This is an optimization exercise on Yosys and OpenROAD, whose aim is small area, not a production implementation.
Only simulation tests tie the RTL to the original design; equivalence was not proved.
The clock port is modelled as an ideal driver; clocking choices that lean on that would not hold on a real chip.
Power is estimated from default activity; no workload was simulated.

==> flow/config.mk <==
export PLATFORM = sky130hd
export DESIGN_NAME = neuron_status_sequencer
export DESIGN_NICKNAME = neuron_status_sequencer
export VERILOG_FILES = /design/flow/design.v
export SDC_FILE = /design/flow/constraint.sdc
export NUM_CORES = 4
export LEC_CHECK = 0
export CAP_MARGIN = 20
export CORE_MARGIN = 2
export CORE_UTILIZATION = 65
export PLACE_DENSITY = 0.72
export SLEW_MARGIN = 20
==> flow/constraint.sdc <==
create_clock -name core_clock -period 6.0 [get_ports {Clock}]
set_input_delay 1.2000 -clock core_clock [delete_from_list [all_inputs] [get_ports {Clock}]]
set_output_delay 1.2000 -clock core_clock [all_outputs]
set_load 0.01 [all_outputs]
==> flow/design.v <==
module neuron_status_sequencer #(
  parameter int DATA_WIDTH        = 64,
  parameter int TREF_WIDTH        = 5,
  parameter int NEURON_ADDR_WIDTH = 4
) (
  input  logic                         Clock,
  input  logic                         Reset,
  input  logic                         Start,
  input  logic                         InitWrEn,
  input  logic [NEURON_ADDR_WIDTH-1:0] InitAddr,
  input  logic signed [DATA_WIDTH-1:0] InitVmem,
  output logic                         UpdateEnable,
  output logic [NEURON_ADDR_WIDTH-1:0] NeuronAddr,
  output logic signed [DATA_WIDTH-1:0] Vmem,
  output logic signed [DATA_WIDTH-1:0] gex,
  output logic signed [DATA_WIDTH-1:0] gin,
  output logic [TREF_WIDTH+2:0]        RefVal,
  input  logic signed [DATA_WIDTH-1:0] VmemIn,
  input  logic signed [DATA_WIDTH-1:0] gexIn,
  input  logic signed [DATA_WIDTH-1:0] ginIn,
  input  logic [TREF_WIDTH+2:0]        RefValIn,
  input  logic                         SpikeIn,
  output logic                         SpikeValid,
  output logic [NEURON_ADDR_WIDTH-1:0] SpikeAddr,
  output logic                         Busy,
  output logic                         Done
);
  localparam int NUM_NEURONS = 1 << NEURON_ADDR_WIDTH;
  localparam int REF_WIDTH   = TREF_WIDTH + 3;
  localparam int G_WIDTH     = 2 * DATA_WIDTH + REF_WIDTH;
  logic capture;
  assign UpdateEnable = Busy & ~capture & ~Done;
  always_ff @(posedge Clock) begin
    if (Reset) begin
      Busy       <= 1'b0;
      capture    <= 1'b0;
      Done       <= 1'b0;
      NeuronAddr <= '0;
    end else if (!Busy) begin
      Busy <= Start;
    end else if (Done) begin
      Busy <= 1'b0;
      Done <= 1'b0;
    end else if (!capture) begin
      capture <= 1'b1;
    end else begin
      capture    <= 1'b0;
      NeuronAddr <= NeuronAddr + 1'b1;
      Done       <= &NeuronAddr;
    end
  end
  logic [NUM_NEURONS-1:0] addr_oh;
  always_ff @(posedge Clock) begin
    if (Reset)
      addr_oh <= NUM_NEURONS'(1);
    else if (Busy && capture)
      addr_oh <= {addr_oh[NUM_NEURONS-2:0], addr_oh[NUM_NEURONS-1]};
  end
  logic init_write;
  assign init_write = ~Busy & InitWrEn;
  logic [NUM_NEURONS-1:0] g_v;
  always_ff @(posedge Clock) begin
    for (int i = 0; i < NUM_NEURONS; i++) begin
      if (Reset)
        g_v[i] <= 1'b0;
      else if (init_write && InitAddr == i)
        g_v[i] <= 1'b0;
      else if (capture && addr_oh[i])
        g_v[i] <= 1'b1;
    end
  end
  logic [DATA_WIDTH-1:0] vmem_q [NUM_NEURONS];
  logic [DATA_WIDTH-1:0] vmem_wd;
  assign vmem_wd = (VmemIn & {DATA_WIDTH{capture & ~Reset}}) |
                   (InitVmem & {DATA_WIDTH{~Busy & ~Reset}});
  always_ff @(posedge Clock) begin
    for (int i = 0; i < NUM_NEURONS; i++) begin
      if (Reset || (init_write && InitAddr == i) || (capture && addr_oh[i]))
        vmem_q[i] <= vmem_wd;
    end
  end
  always_comb begin
    Vmem = '0;
    for (int i = 0; i < NUM_NEURONS; i++)
      Vmem = Vmem | (vmem_q[i] & {DATA_WIDTH{addr_oh[i]}});
  end
  logic [G_WIDTH-1:0] g_q [NUM_NEURONS];
  always_ff @(posedge Clock) begin
    if (capture) begin
      for (int i = 0; i < NUM_NEURONS - 1; i++)
        g_q[i] <= g_q[i+1];
      g_q[NUM_NEURONS-1] <= {gexIn, ginIn, RefValIn};
    end
  end
  logic g_ok;
  assign g_ok = |(g_v & addr_oh);
  assign {gex, gin, RefVal} = g_q[0] & {G_WIDTH{g_ok}};
  logic [NEURON_ADDR_WIDTH-1:0] spike_addr_q;
  assign SpikeValid = capture & SpikeIn;
  assign SpikeAddr  = SpikeValid ? NeuronAddr : spike_addr_q;
  always_ff @(posedge Clock) begin
    if (Reset)
      spike_addr_q <= '0;
    else if (SpikeValid)
      spike_addr_q <= NeuronAddr;
  end
endmodule
==> flow/flow/run.sh <==
#!/bin/bash
# Standard ORFS layout (the standard.sh, standard synthesis included) with these changes:
# - ports are buffered with the smallest buffer, sky130_fd_sc_hd__buf_1;
# - CTS inserts no dummy loads and uses its own clustering settings;
# - floorplan only removes synthesis buffers (no gate upsizing before placement);
# - after CTS, post_cts.tcl gives each leaf clock buffer the smallest clkbuf size that keeps
#   the estimated slew at its flip-flop clock pins under 105 ps, then legalizes placement.
# Each tool's output is logged under orfs/logs; make's output goes to flow_make.log.
set -euo pipefail
here=$(cd "$(dirname "$0")" && pwd)
export BUFFER_PORTS_ARGS="-buffer_cell sky130_fd_sc_hd__buf_1"
export CTS_ARGS="-sink_clustering_enable -repair_clock_nets -dont_use_dummy_load -sink_clustering_size 16 -sink_clustering_max_diameter 80 -buf_list sky130_fd_sc_hd__clkbuf_8"
export LEAFSIZE_TCL="$here/leafsize.tcl"
export POST_CTS_TCL="$here/post_cts.tcl"
# Skip the floorplan-stage repair_timing, which sizes gates up against wire-load-model
# delays of still unbuffered high-fanout nets; just remove synthesis buffers there.
export REMOVE_ABC_BUFFERS=1
bash standard.sh finish > flow_make.log 2>&1
==> flow/flow/leafsize.tcl <==
# Downsize clock-tree leaf buffers while every flip-flop clock pin they drive keeps its
# estimated slew under LEAF_SLEW_LIMIT (ns).
proc leaf_max_slew {inst} {
  set worst 0
  foreach it [[[$inst findITerm X] getNet] getITerms] {
    if {[$it isInputSignal] || [$it getIoType] eq "INPUT"} {
      set pin [get_pins [[$it getInst] getName]/[[$it getMTerm] getName]]
      set s [get_property $pin slew_max]
      if {$s > $worst} {set worst $s}
    }
  }
  return $worst
}
proc leaf_downsize {limit} {
  estimate_parasitics -placement
  set sizes {sky130_fd_sc_hd__clkbuf_16 sky130_fd_sc_hd__clkbuf_8 sky130_fd_sc_hd__clkbuf_4 sky130_fd_sc_hd__clkbuf_2}
  set db [ord::get_db]
  set changed 0
  foreach inst [[ord::get_db_block] getInsts] {
    set m [[$inst getMaster] getName]
    set idx [lsearch $sizes $m]
    if {$idx < 0} continue
    set out [$inst findITerm X]
    if {$out eq "NULL"} continue
    set net [$out getNet]
    if {$net eq "NULL"} continue
    # leaf: drives at least one register clock pin
    set leaf 0
    foreach it [$net getITerms] {
      if {[[$it getMTerm] getName] eq "CLK"} {set leaf 1; break}
    }
    if {!$leaf} continue
    # smallest size whose sinks meet the limit; the largest if none does
    set best [lindex $sizes 0]
    foreach sz [lreverse $sizes] {
      replace_cell [$inst getName] $sz
      if {[leaf_max_slew $inst] <= $limit} { set best $sz; break }
    }
    if {[[$inst getMaster] getName] ne $best} { replace_cell [$inst getName] $best }
    if {$best ne $m} { incr changed }
  }
  puts "leaf_downsize: $changed downsizing steps"
}
==> flow/flow/post_cts.tcl <==
# Sourced by ORFS's cts.tcl after CTS (POST_CTS_TCL).
source $::env(LEAFSIZE_TCL)
leaf_downsize 0.105
detailed_placement
check_placement -verbose
estimate_parasitics -placement
==> flow/standard.sh <==
#!/bin/bash
# synth_recipe.tcl (not shown) runs the flow's synth.tcl, then flattens the netlist and writes it again
# the make line also repeats each setting of config.mk as NAME=value (left out here)
make -C /OpenROAD-flow-scripts/flow DESIGN_CONFIG=/design/flow/config.mk WORK_HOME=/design/flow/orfs CLKGATE_MAP_FILE= SYNTH_SCRIPT=/design/flow/synth_recipe.tcl "${@:-finish}"
==> results of run 1 <==
[final cells by class]
| cell class | count | area [um2] |
|---|---|---|
| flip-flops and latches | 3243 | 97000 |
| fillers | 9400 | 47700 |
| multi-input cells | 953 | 7310 |
| clock buffers | 220 | 3040 |
| well taps | 2160 | 2700 |
| repair buffers | 559 | 2630 |
| inverters | 4 | 15.0 |
| diodes | 2 | 5.00 |
[flip-flops by register name (all words and copies together), names as in the netlist]
register and cells:
spike_addr_q 4, g_q 2176, addr_oh 16, g_v 16
NeuronAddr 4, vmem_q 1024, Busy 1, Done 1
capture 1
[worst max-delay path by stage]
stage | endpoint | cells past startpoint | from | slack, ps
floorplan | NeuronAddr[1] | 3 | capture | -60000
global placement | gex[34] | 7 | addr_oh[3] | 2120
detailed placement | gex[54] | 7 | addr_oh[3] | 2020
global route | gin[5] | 7 | addr_oh[9] | 850
finish | gex[39] | 7 | addr_oh[9] | 1040
[layout by cell type (no fill, tap or decap), types with 5 or more instances in the layout]
cell type	count
dfxtp_1	26
a21oi_1	40
a31oi_1	8
buf_4	55
clkbuf_8	219
dfxtp_2	16
nor3_1	5
edfxtp_1	3200
nand4_1	66
nand2_1	51
nor2b_1	156
nand2_2	13
a221oi_1	260
nor2_1	7
a22o_1	324
buf_12	20
buf_1	483
[cells by family after synthesis]
| kind of cell | after synthesis | synth area share [%] |
|---|---|---|
| buffers and inverters | 172 | 0.660 |
| and+or+nand+nor | 307 | 1.66 |
| DFF | 3243 | 92.4 |
| AOI/OAI and AO/OA | 637 | 5.15 |
| xor gates and xnor gates | 4 | 0.0334 |
| adders and majority gates | 1 | 0.0119 |
| muxes | 4 | 0.0429 |
[routing by layer]
metal  part of all wire, %  vias to the layer above  global-route usage, %
li1                      -                    19000                      -
met5                0.0092                        -                      0
met4                   2.7                        4                   6.45
met2                    47                     1994                   32.1
met1                    41                    21700                   30.8
met3                   9.2                      292                   4.21
[per-stage QoR]
stage               worst slack, ps  area (um2)  cells  hold WS, ps  util [%]
floorplan                    -60000      104000   4200          400         -
global placement               2120      110000   6919          400      68.3
detailed placement             2020      110000   6919          405      68.4
global route                    848      113000   7140          289      70.3
finish                         1040      113000   7141          358      70.3
[power groups by stage]
| stage | Combinational (mW) | Sequential, mW | Clock [mW] |
|---|---|---|---|
| 2_1_floorplan | 0.463 | 29.0 | 0 |
| 3_3_place_gp | 1.75 | 28.1 | 0 |
| 3_5_place_dp | 1.78 | 28.2 | 0 |
| 5_1_grt | 1.91 | 27.9 | 10.3 |
| 6_report | 1.77 | 27.7 | 9.24 |
==> summary.md, run 1 <==
| Metric | Value |
|---|---|
| Clock latency on the worst-skew pair | `950 ps` |
| FF-to-FF path depth | `5` |
| R2R Setup Slk | `2660 ps` |
| Buf/Inv on CP | `3` |
| Slowest cell on the critical path | `and4_4` |
| Area Overhead vs Synth | `7.43%` |
| Clock share of power | `23.9%` |
| Clk_skew | `76.7 ps` |
| CP top delay family | `simple AND/OR/NAND/NOR gates` |
| 1st-pass router iterations | `6` |
| Synth cell types | `29` |
| Hold Crit Depth | `0` |
| Core area | `0.160 mm2` |
| Remaining DRCs | `0` |
| Mapped Cells | `4368` |
| Final hold viol count | `0` |
| Switch Pwr | `7.87 mW` |
| Critical path class | `flip-flop to output port` |
| Synth Flop Type | `edfxtp_1` |
| Power Internal | `30.8 mW` |
| RR Endpoint | `vmem_q[13][57]` |
| Gr usage total | `20.8%` |
| Max-cap viol count | `0` |
| Hold Crit Endpoint | `g_q[4][58]` |
| Worst-path maximum fanout | `84` |
| Remaining antenna violation count | `0` |
| Std cell rows | `147` |
| Final net count | `5255` |
| Status | `no timing/DRC/antenna violations` |
| TritonCTS Sinks | `3243` |
| Initial DRC count | `5159` |
| Pwr dens | `344 mW/mm2` |
| Endpoints failing setup | `0` |
| Synth top area cells | `edfxtp_1, a22o_1, a221oi_1` |
| Yosys reg bits | `3243` |
| Minimum clock period | `4960 ps` |
| Share of cells above drive strength 1 | `6.75%` |
| Nature of the critical path endpoint | `output port` |
| Worst slew pin tran | `1130 ps` |
| Initial Util | `65.4%` |
| Die area | `0.165 mm2` |
| Slowest stage delay, CP | `920 ps` |
| Crit start category | `flip-flop` |
| Worst Hold Class | `flip-flop to flip-flop` |
| Reg power frac | `71.6%` |
| WP data arrival | `3760 ps` |
| Grt total ovfl | `0` |
| RSZ-0062 raised after global routing | `no` |
| Detailed placer's ending HPWL | `91500 um` |
| PortBufs | `484` |
| DR vias/cell | `6.03` |
| Routed len/inst | `24.4 um` |
| Die W | `406 um` |
| Peak VDD IR | `0.250 mV` |
| Max Clock Freq | `202 MHz` |
| Die height | `406 um` |
| CTS tree | `done` |
| Number of synthesized flops with an enable pin | `3200` |
| Static leakage | `35.7 nW` |
| Ys async rst share | `0%` |
| Vias in the first global route | `40500` |
| Commonest cells in the netlist | `edfxtp_1, a22o_1, a221oi_1` |
| Most common cell in the netlist | `edfxtp_1` |
| Switch share | `20.3%` |
| Final wirelength | `174000 um` |
| Final worst path period share | `82.6%` |
| Max_slew headroom | `24.5%` |
| Area fraction of the dominant cell type after synthesis | `91.6%` |
| Final TNS setup | `0 ps` |
| Final Max Slew Viols | `0` |
| GPL Wtd Cong | `0.820` |
| Seq/Total Area, Yosys | `92.4%` |
| Comb power frac | `4.6%` |
| Antenna violations before repair | `7` |
| Crit-path cells | `buf_4, a22o_1, a221oi_1, and4_4, buf_12, nor2b_1, buf_1` |
| Hold Startpoint | `g_q[5][58]` |
| Worst flop-to-flop path startpoint | `addr_oh[13]` |
| Vias | `43000` |
| Synth area leader | `edfxtp_1` |
| Largest net degree at the start of global routing | `211` |
| Global-route wire length before repair | `251000 um` |
| Top Ports | `485` |
| Power Total | `38.7 mW` |
| CTS clk-pin slew, worst paths | `110 ps` |
| Syn. warnings | `3` |
| Syn avg cell area | `24.0 um2` |
| Post-Syn Area | `0.105 mm2` |
| Critical Path RT | `4800 ps` |
==> inputs of run 2 (changes only) <==
--- a/flow/flow/run.sh
+++ b/flow/flow/run.sh
@@ -4,7 +4,7 @@
 # - CTS inserts no dummy loads and uses its own clustering settings;
 # - floorplan only removes synthesis buffers (no gate upsizing before placement);
 # - after CTS, post_cts.tcl gives each leaf clock buffer the smallest clkbuf size that keeps
-#   the estimated slew at its flip-flop clock pins under 105 ps, then legalizes placement.
+#   the estimated slew at its flip-flop clock pins under 112 ps, then legalizes placement.
 # Each tool's output is logged under orfs/logs; make's output goes to flow_make.log.
 set -euo pipefail
 here=$(cd "$(dirname "$0")" && pwd)
==> flow/flow/post_cts.tcl (replaced) <==
# Sourced by ORFS's cts.tcl after CTS (POST_CTS_TCL).
source $::env(LEAFSIZE_TCL)
leaf_downsize 0.112
detailed_placement
check_placement -verbose
estimate_parasitics -placement
==> summary.md, run 2 <==
| Metric | Value |
|---|---|
| Die height | `406 um` |
| Max Clock Freq | `202 MHz` |
| Initial Util | `65.4%` |
| Synth cell types | `29` |
| Std cell rows | `147` |
| Synth area leader | `edfxtp_1` |
| Routed len/inst | `24.4 um` |
| Worst slew pin tran | `1110 ps` |
| Most common cell after layout, fill and taps aside | `edfxtp_1` |
| CTS clk-pin slew, worst paths | `100 ps` |
| Top Ports | `485` |
| Antenna violations before repair | `7` |
| Commonest cells in the netlist | `edfxtp_1, a22o_1, a221oi_1` |
| Yosys reg bits | `3243` |
| Largest net degree at the start of global routing | `211` |
| CP top delay family | `simple AND/OR/NAND/NOR gates` |
| Worst Hold Class | `flip-flop to flip-flop` |
| Peak VDD IR | `0.250 mV` |
| GPL Wtd Cong | `0.820` |
| Nature of the critical path endpoint | `output port` |
| Ys async rst share | `0%` |
| Final wirelength | `174000 um` |
| TritonCTS Sinks | `3243` |
| Initial DRC count | `5157` |
| RSZ-0062 raised after global routing | `no` |
| Final worst path period share | `82.6%` |
| Final Max Slew Viols | `0` |
| Gr usage total | `20.8%` |
| Max-cap viol count | `0` |
| Slowest stage delay, CP | `900 ps` |
| Detailed placer's ending HPWL | `91500 um` |
| Status | `no timing/DRC/antenna violations` |
| DR vias/cell | `6.02` |
| Syn. warnings | `3` |
| Max reg flops | `2176` |
| Share of cells above drive strength 1 | `6.75%` |
| Buf/Inv on CP | `3` |
| WP data arrival | `3760 ps` |
| Global-route wire length before repair | `251000 um` |
| Syn avg cell area | `24.0 um2` |
| Final Instance Count excl. Fillers | `7141` |
| Remaining DRCs | `0` |
| Core area | `0.160 mm2` |
| Die W | `406 um` |
| Synth Flop Type | `edfxtp_1` |
| Most flops, register | `g_q` |
| Worst-path maximum fanout | `84` |
| Crit start category | `flip-flop` |
| Area Overhead vs Synth | `7.42%` |
| Largest regs | `g_q (2176), vmem_q (1024)` |
| Max_slew headroom | `25.5%` |
| CTS tree | `done` |
| Remaining antenna violation count | `0` |
| Final TNS setup | `0 ps` |
| Vias | `43000` |
| Synth top area cells | `edfxtp_1, a22o_1, a221oi_1` |
| Seq/Total Area, Yosys | `92.4%` |
| Mapped Cells | `4368` |
| Commonest non-fill, non-tap cells in the layout | `edfxtp_1, buf_1, a22o_1` |
| Grt total ovfl | `0` |
| Number of synthesized flops with an enable pin | `3200` |
| Critical path class | `flip-flop to output port` |
| Final net count | `5255` |
| Clock latency on the worst-skew pair | `950 ps` |
| Crit-path cells | `buf_4, a22o_1, a221oi_1, and4_4, buf_12, nor2b_1, buf_1` |
| Minimum clock period | `4960 ps` |
| Most common cell in the netlist | `edfxtp_1` |
| Static leakage | `35.7 nW` |
| Final hold viol count | `0` |
| Vias in the first global route | `40500` |
| PortBufs | `484` |
| Post-Syn Area | `0.105 mm2` |
| 1st-pass router iterations | `6` |
| Die area | `0.165 mm2` |
| Placed instance count | `6919` |
| Endpoints failing setup | `0` |
| Clk_skew | `83.5 ps` |
| Pwr dens | `343 mW/mm2` |
| R2R Setup Slk | `2680 ps` |
| Critical Path RT | `4800 ps` |
| Area fraction of the dominant cell type after synthesis | `91.6%` |
| Slowest cell on the critical path | `and4_4` |
==> run 2: logic make-up after synthesis <==
group,count (synthesis),share of synthesized area (%)
adders and majority gates,1,0.0119
buffers and inverters,172,0.660
and+or+nand+nor,307,1.66
xor gates and xnor gates,4,0.0334
AOI/OAI and AO/OA,637,5.15
DFF,3243,92.4
muxes,4,0.0429
==> run 2: metal layers <==
layer | part of all wire [%] | track usage, % | wire length, um
met2 | 47 | 32.1 | 81900
met1 | 41 | 30.8 | 71300
met5 | 0.0092 | 0 | 16
met3 | 9.3 | 4.21 | 16200
met4 | 2.7 | 6.45 | 4620
==> run 2: through the flow <==
step	setup slack [ps]	hold WS, ps	instance area [um2]	power, mW	utilization [%]
3_5_place_dp	2020	405	110000	30.0	68.4
6_report	1040	351	113000	38.7	70.2
5_1_grt	848	289	113000	40.0	70.2
3_3_place_gp	2120	400	110000	29.9	68.3
2_1_floorplan	-60000	400	104000	29.5	-
==> run 2: final cells by class <==
cell class	count	area [um2]
Sequential cell	3243	97000
Fill cell	9400	47700
Multi-Input combinational cell	953	7310
Clock buffer	220	3030
Tap cell	2160	2700
Timing Repair Buffer	559	2630
Inverter	4	15.0
Antenna cell	2	5.00
==> run 2: where the power goes <==
| group | internal, mW | switching [mW] |
|---|---|---|
| Clock | 3.27 | 5.96 |
| Sequential | 27.2 | 0.479 |
| Combinational | 0.340 | 1.43 |
==> run 2: final timing paths <==
kind                                  start        endpoint  depth (start not counted)
worst min-delay path             g_q[5][58]      g_q[4][58]                          0
worst min register to register   g_q[5][58]      g_q[4][58]                          0
worst max-delay path             addr_oh[9]         gex[39]                          7
worst max register to register  addr_oh[13]  vmem_q[13][57]                          5
==> run 2: worst register-to-register path: cells and delay by family (launching register included) <==
family	cells	cell delay, ps
buffers and inverters	3	1660
and+or+nand+nor	2	930
DFF	1	330
==> inputs of run 3 (changes only) <==
==> flow/flow/run.sh (replaced) <==
#!/bin/bash
# Standard ORFS layout (the standard.sh, standard synthesis included) with these changes:
# - ports are buffered with the smallest buffer, sky130_fd_sc_hd__buf_1;
# - CTS inserts no dummy loads and uses its own clustering settings;
# - floorplan only removes synthesis buffers (no gate upsizing before placement);
# - after CTS, post_cts.tcl gives each leaf clock buffer the smallest clkbuf size that keeps
#   the estimated slew at its flip-flop clock pins under 105 ps, then legalizes placement.
# Each tool's output is logged under orfs/logs; make's output goes to flow_make.log.
set -euo pipefail
here=$(cd "$(dirname "$0")" && pwd)
export BUFFER_PORTS_ARGS="-buffer_cell sky130_fd_sc_hd__buf_1"
export CTS_ARGS="-sink_clustering_enable -repair_clock_nets -dont_use_dummy_load -sink_clustering_size 10 -sink_clustering_max_diameter 60 -buf_list sky130_fd_sc_hd__clkbuf_4"
export LEAFSIZE_TCL="$here/leafsize.tcl"
export POST_CTS_TCL="$here/post_cts.tcl"
# Skip the floorplan-stage repair_timing, which sizes gates up against wire-load-model
# delays of still unbuffered high-fanout nets; just remove synthesis buffers there.
export REMOVE_ABC_BUFFERS=1
bash standard.sh finish > flow_make.log 2>&1
==> flow/flow/post_cts.tcl (replaced) <==
# Sourced by ORFS's cts.tcl after CTS (POST_CTS_TCL).
source $::env(LEAFSIZE_TCL)
leaf_downsize 0.105
detailed_placement
check_placement -verbose
estimate_parasitics -placement
==> summary.md, run 3 <==
| Metric | Value |
|---|---|
| Critical path class | `flip-flop to output port` |
| Yosys reg bits | `3243` |
| Gr usage total | `21.5%` |
| GPL Wtd Cong | `0.820` |
| Max reg flops | `2176` |
| CTS clk-pin slew, worst paths | `90 ps` |
| Final net count | `5531` |
| Grt total ovfl | `0` |
| Worst Hold Class | `input pin to flip-flop` |
| Final Instance Count excl. Fillers | `7425` |
| Placed instance count | `6919` |
| Max Clock Freq | `186 MHz` |
| Mapped Cells | `4368` |
| Synth area leader | `edfxtp_1` |
| Seq/Total Area, Yosys | `92.4%` |
| Clock latency on the worst-skew pair | `1360 ps` |
| Commonest non-fill, non-tap cells in the layout | `edfxtp_1, buf_1, clkbuf_4` |
| Remaining antenna violation count | `0` |
| Switch Pwr | `8.14 mW` |
| Most common cell in the netlist | `edfxtp_1` |
| 1st-pass router iterations | `8` |
| WP data arrival | `4190 ps` |
| Core occupancy in the finished layout | `71.0%` |
| Final worst path period share | `89.8%` |
| Final wirelength | `179000 um` |
| Most common cell after layout, fill and taps aside | `edfxtp_1` |
| Switch share | `20.9%` |
| Remaining DRCs | `0` |
| Area Overhead vs Synth | `8.64%` |
| Ys async rst share | `0%` |
| Global-route wire length before repair | `259000 um` |
| Comb power frac | `4.7%` |
| Final Max Slew Viols | `0` |
| Worst slew pin tran | `1120 ps` |
| Routed len/inst | `24.1 um` |
| Die height | `406 um` |
| Nature of the critical path endpoint | `output port` |
| Status | `no timing/DRC/antenna violations` |
| TritonCTS Sinks | `3243` |
| Initial Util | `65.4%` |
| Synth cell types | `29` |
| Power Internal | `30.8 mW` |
| Die W | `406 um` |
| Clock share of power | `24.1%` |
| Max_slew headroom | `25.4%` |
| Commonest cells in the netlist | `edfxtp_1, a22o_1, a221oi_1` |
| Vias | `44400` |
| Initial DRC count | `5409` |
| Syn avg cell area | `24.0 um2` |
| Post-Syn Area | `0.105 mm2` |
| Number of synthesized flops with an enable pin | `3200` |
| Crit start category | `flip-flop` |
| Peak VDD IR | `0.267 mV` |
| Reg power frac | `71.2%` |
| Final TNS setup | `0 ps` |
| RSZ-0062 raised after global routing | `no` |
| Vias in the first global route | `42700` |
| PortBufs | `484` |
| DR vias/cell | `5.98` |
| Top Ports | `485` |
| Final hold viol count | `0` |
| Std cell rows | `147` |
| Worst-path maximum fanout | `84` |
| Endpoints failing setup | `0` |
| CTS tree | `done` |
| Most flops, register | `g_q` |
| Share of cells above drive strength 1 | `9.32%` |
| Area fraction of the dominant cell type after synthesis | `91.6%` |
| Largest regs | `g_q (2176), vmem_q (1024)` |
| Detailed placer's ending HPWL | `91500 um` |
| Clk_skew | `91.6 ps` |
| Area of placed instances | `0.110 mm2` |
| Final hold slack | `172 ps` |
| Syn. warnings | `3` |
| Pwr dens | `342 mW/mm2` |
| Minimum clock period | `5390 ps` |
| Antenna violations before repair | `6` |
| Largest net degree at the start of global routing | `211` |
| Synth Flop Type | `edfxtp_1` |
| Die area | `0.165 mm2` |
| Critical Path RT | `4800 ps` |
| Core area | `0.160 mm2` |
| Final Cell Area | `0.114 mm2` |
| Static leakage | `36.4 nW` |
| Max-cap viol count | `0` |
| Synth top area cells | `edfxtp_1, a22o_1, a221oi_1` |
-- run 3: logic make-up (layout without fill, tap and decap cells) --
| group | after synthesis | after routing | share of synthesized area [%] |
|---|---|---|---|
| mux | 4 | 4 | 0.0429 |
| flops | 3243 | 3243 | 92.4 |
| compound gates | 637 | 637 | 5.15 |
| buf+inv | 172 | 1059 | 0.660 |
| xor+xnor | 4 | 4 | 0.0334 |
| other cells | 0 | 10 | 0 |
| fa+ha+maj | 1 | 1 | 0.0119 |
| simple gates | 307 | 307 | 1.66 |
-- run 3: cell type report --
cell class	count	area (um2)
Multi-Input combinational cell	953	7310
Tap cell	2160	2700
Antenna cell	10	25.0
Inverter	4	15.0
Clock buffer	374	3060
Sequential cell	3243	97000
Fill cell	9385	46400
Timing Repair Buffer	681	3850
-- run 3: through the flow --
| step | setup slack [ps] | power [mW] |
|---|---|---|
| finish | 610 | 38.9 |
| floorplan | -60000 | 29.5 |
| detailed placement | 2020 | 30.0 |
| global placement | 2120 | 29.9 |
| global route | 356 | 40.4 |
-- run 3: worst max-delay path, stage by stage, from the launching register on --
cell,delay (ps)
dfxtp_2,310
buf_4,330
a22o_1,270
a221oi_1,240
and4_4,920
buf_12,360
nor2b_1,110
buf_1,160
-- run 3: per-layer routing --
layer	wire, um	track usage (%)	part of all wire, %	up-vias
met5	11	0	0.0061	-
met2	84200	33.0	47	2153
met4	5490	7.88	3.1	2
met3	16100	4.59	9.0	408
met1	73000	31.3	41	22100
li1	-	-	-	19700
-- run 3: path summary, 6_finish.rpt --
check	end	depth (start not counted)	slack [ps]	from
max	gex[5]	7	610	addr_oh[9]
min	g_q[15][34]	1	170	ginIn[26]
max reg2reg	vmem_q[13][24]	5	2640	addr_oh[13]
min reg2reg	g_q[9][101]	0	350	g_q[10][101]
-- run 3: power groups by stage --
stage	combinational (mW)	sequential, mW	clock [mW]
floorplan	0.463	29.0	0
global placement	1.75	28.1	0
detailed placement	1.78	28.2	0
global route	1.98	27.9	10.6
finish	1.83	27.7	9.37

## separate check: timing with driven ports
The flow's constraints put no driver on any port. The routed layouts listed below were extracted and timed again, unchanged, in two steps.
Step 1, drivers: a clkbuf_16 drives Clock and a buf_2 each remaining input, both assumed.
Step 2 times the ports against the registers' clock, not the clock port: input delays grow and output delays shrink by t, the midpoint of the rising clock arrivals with the driver on.
Three values: ideal ports, drivers, drivers and shift; two values: the first two.
run	shift t [ns]	setup WS [ns]	worst setup path after step 2	worst register clock-pin slew, ns	worst slew at a driven data input, ns
run 1	0.988	1.041 / 0.963 / 1.951	register to output	0.11 / 0.11	0.09
run 2	0.988	1.045 / 0.967 / 1.954	register to output	0.11 / 0.11	0.09
run 3	1.401	0.610 / 0.528 / 1.930	register to output	0.11 / 0.11	0.06
After both steps every run listed still meets setup and hold.
